This design comes from an exercise in tuning for small area, a short achievable clock period and few clock cycles per item on the open sky130 flow, not from production work. Only simulation tests tie the RTL to the original design; equivalence was not proved. Power is estimated from default activity; no workload was simulated.

Setup of run A:
Design int_float_compare_bitmask_packer, start of the top module:
module int_float_compare_bitmask_packer (
   input  logic        clock,
   input  logic        reset,
   input  logic        req_valid,
   output logic        req_ready,
   input  logic [63:0] req_int_elem,
   input  logic [63:0] req_float_bits,
   input  logic        req_last_item,
   output logic        rsp_valid,
   input  logic        rsp_ready,
   output logic [63:0] rsp_mask_word,
   output logic [6:0]  rsp_valid_bits,
   output logic        rsp_final_word,
   input  logic        csr_valid,
   output logic        csr_ready,
   input  logic [1:0]  csr_index,
   input  logic [63:0] csr_data
);
==> module ifcb_pack, before the edit <==
module ifcb_pack #(
   parameter int QD = 3           
) (
   input  logic        clock,
   input  logic        reset,
   input  logic        in_valid,    
   input  logic        in_hit,
   input  logic        in_last,
   output logic [1:0]  queued,      
   output logic        absorb,      
   output logic        out_valid,
   input  logic        out_ready,
   output logic [63:0] out_word,
   output logic [6:0]  out_count,
   output logic        out_final
);
   logic [QD-1:0] qh_ff, qh_in;
   logic [QD-1:0] ql_ff, ql_in;
   logic [1:0]    qc_ff, qc_in;
   logic [63:0]   word_ff;
   logic [63:0]   dec;
   logic [63:0]   wen;
   logic [63:0]   wd;
   logic [6:0]    cnt_ff, cnt_in;
   logic          ov_ff, ov_in;
   logic          fresh_ff, fresh_in;    
   logic          fin_ff;
   logic          qe;
   logic          src_valid;
   logic          src_hit;
   logic          src_last;
   logic          can;
   logic          start;
   logic          close;
   int            n;
   always_comb begin
      qe        = (qc_ff == 2'd0);
      src_valid = !qe || in_valid;
      src_hit   = qe ? in_hit : qh_ff[0];
      src_last  = qe ? in_last : ql_ff[0];
      can       = !ov_ff || out_ready;
      absorb    = src_valid && can;
      start     = ov_ff || fresh_ff;
      close     = src_last || (!start && cnt_ff == 7'd63);
      n = int'(qc_ff) + int'(in_valid) - int'(absorb);
      qc_in = 2'(n);
      qh_in = qh_ff;
      ql_in = ql_ff;
      for (int j = 0; j < QD; j++) begin
         if (absorb) begin
            if (j + 1 < int'(qc_ff)) begin
               qh_in[j] = qh_ff[j+1];
               ql_in[j] = ql_ff[j+1];
            end else if (j + 1 == int'(qc_ff)) begin
               qh_in[j] = in_hit;
               ql_in[j] = in_last;
            end
         end else if (j == int'(qc_ff)) begin
            qh_in[j] = in_hit;
            ql_in[j] = in_last;
         end
      end
      dec = 64'd1 << cnt_ff[5:0];
      for (int b = 0; b < 64; b++) begin
         wen[b] = absorb && (start || dec[b]);
         wd[b]  = (b == 0) ? src_hit : (src_hit && !start);
      end
      cnt_in   = start ? 7'd1 : cnt_ff + 7'd1;
      ov_in    = absorb ? close : (ov_ff && !out_ready);
      fresh_in = absorb ? 1'b0 : (fresh_ff || (ov_ff && out_ready));
   end
   always_ff @(posedge clock) begin
      if (reset) begin
         qc_ff    <= 2'd0;
         ov_ff    <= 1'b0;
         fresh_ff <= 1'b1;
      end else begin
         qc_ff    <= qc_in;
         ov_ff    <= ov_in;
         fresh_ff <= fresh_in;
      end
      qh_ff <= qh_in;
      ql_ff <= ql_in;
      if (absorb) begin
         cnt_ff <= cnt_in;
         fin_ff <= src_last;
      end
      for (int b = 0; b < 64; b++)
         if (wen[b]) word_ff[b] <= wd[b];
   end
   assign queued    = qc_ff;
   assign out_valid = ov_ff;
   assign out_word  = word_ff;
   assign out_count = cnt_ff;
   assign out_final = fin_ff;
endmodule
==> flow/config.mk <==
export PLATFORM = sky130hd
export DESIGN_NAME = int_float_compare_bitmask_packer
export DESIGN_NICKNAME = int_float_compare_bitmask_packer
export VERILOG_FILES = /design/flow/design.v
export SDC_FILE = /design/flow/constraint.sdc
export NUM_CORES = 4
export LEC_CHECK = 0
export ABC_AREA = 1
export ABC_CLOCK_PERIOD_IN_PS = 3500
export CAP_MARGIN = 20
export CORE_MARGIN = 2
export CORE_UTILIZATION = 55
export CTS_CLUSTER_DIAMETER = 100
export CTS_CLUSTER_SIZE = 30
export SLEW_MARGIN = 20
==> flow/constraint.sdc <==
create_clock -name core_clock -period 13.0 [get_ports {clock}]
set_input_delay 2.6000 -clock core_clock [delete_from_list [all_inputs] [get_ports {clock}]]
set_output_delay 2.6000 -clock core_clock [all_outputs]
set_load 0.01 [all_outputs]
standard.sh (not shown) runs the stock make flow with config.mk's settings and CLKGATE_MAP_FILE= SYNTH_SCRIPT=/design/flow/synth_recipe.tcl, a recipe that flattens the netlist after the stock synthesis.
==> flow/flow/run.sh <==
#!/bin/bash
set -euo pipefail
bash standard.sh SETUP_SLACK_MARGIN=9.1 ADDER_MAP_FILE= \
   "BUFFER_PORTS_ARGS=-buffer_cell sky130_fd_sc_hd__buf_1" finish > standard.log 2>&1
Testbench counts of run A, summed over its fixed seeds: cycles 16,396, items 16,012.
The following lists how run B was set up differently from run A:
-- flow/design.v --
<<< run A, line 299
   logic [QD-1:0] ql_ff, ql_in;
   logic [1:0]    qc_ff, qc_in;
   logic [63:0]   word_ff;
   logic [63:0]   dec;
   logic [63:0]   wen;
   logic [63:0]   wd;
   logic [6:0]    cnt_ff, cnt_in;
   logic          ov_ff, ov_in;
   logic          fresh_ff, fresh_in;    
   logic          fin_ff;
   logic          qe;
   logic          src_valid;
>>> run B, line 299
   logic [QD-1:0] ql_ff, ql_in;
   logic [1:0]    qc_ff, qc_in;
   logic [63:0]   word_ff, word_in;
   logic [63:0]   dec;
   logic          clr;
   logic          seth;
   logic [6:0]    cnt_ff, cnt_in;
   logic          ov_ff, ov_in;
   logic          fresh_ff, fresh_in;    
   logic          fin_ff, fin_in;
   logic          qe;
   logic          src_valid;
<<< run A, line 342
         end
      end
      dec = 64'd1 << cnt_ff[5:0];
      for (int b = 0; b < 64; b++) begin
         wen[b] = absorb && (start || dec[b]);
         wd[b]  = (b == 0) ? src_hit : (src_hit && !start);
      end
      cnt_in   = start ? 7'd1 : cnt_ff + 7'd1;
      ov_in    = absorb ? close : (ov_ff && !out_ready);
      fresh_in = absorb ? 1'b0 : (fresh_ff || (ov_ff && out_ready));
>>> run B, line 342
         end
      end
      dec  = 64'd1 << cnt_ff[5:0];
      clr  = absorb && start;
      seth = absorb && src_hit;
      for (int b = 0; b < 64; b++) begin
         if (b == 0)
            word_in[b] = clr ? src_hit : (word_ff[b] || (seth && dec[b]));
         else
            word_in[b] = !clr && (word_ff[b] || (seth && dec[b]));
      end
      cnt_in   = absorb ? (start ? 7'd1 : cnt_ff + 7'd1) : cnt_ff;
      fin_in   = absorb ? src_last : fin_ff;
      ov_in    = absorb ? close : (ov_ff && !out_ready);
      fresh_in = absorb ? 1'b0 : (fresh_ff || (ov_ff && out_ready));
<<< run A, line 361
         fresh_ff <= fresh_in;
      end
      qh_ff <= qh_in;
      ql_ff <= ql_in;
      if (absorb) begin
         cnt_ff <= cnt_in;
         fin_ff <= src_last;
      end
      for (int b = 0; b < 64; b++)
         if (wen[b]) word_ff[b] <= wd[b];
   end
   assign queued    = qc_ff;
>>> run B, line 366
         fresh_ff <= fresh_in;
      end
      qh_ff   <= qh_in;
      ql_ff   <= ql_in;
      cnt_ff  <= cnt_in;
      fin_ff  <= fin_in;
      word_ff <= word_in;
   end
   assign queued    = qc_ff;
--- outcome ---
Summary of run B over run A: proportion of power drawn by flip-flops and latches shrank by 0.9 points, number of multi-input combinational cells moved up, combinational cell power now sits lower.
Comparing run A and run B, global-route met1 utilization is lower on run B.
Compared with run A, run B shows a portion of total power attributed to the clock network that is 1.6 points higher.
Compared with run A, run B improves HPWL after detailed placement.
Testbench counts of run B, summed over its fixed seeds: cycles 16,396, items 16,012.

afterwards: timing with drivers on the ports:
The results above use ideal ports. As a check the final layouts listed here were re-extracted and re-timed, cells and wires unchanged. Step 1 assumes that a clkbuf_16 drives the clock port and a buf_2 every other input. Step 2 also shifts input and output timing later by t, the mid clock arrival at the registers, as if the neighbouring blocks saw the same clock. a / b / c = ideal / step 1 / step 2; a / b = the first two.
run | t (ns) | setup slack, ns | worst setup path at the end
run A | 0.554 | 9.190 / 9.137 / 8.785 | input to register
run B | 0.556 | 9.195 / 9.140 / 8.704 | input to register
After both steps every run listed still meets setup and hold. The setup slack of run B, which loses most, moves by -0.055 ns with the drivers and by -0.491 ns with both steps.
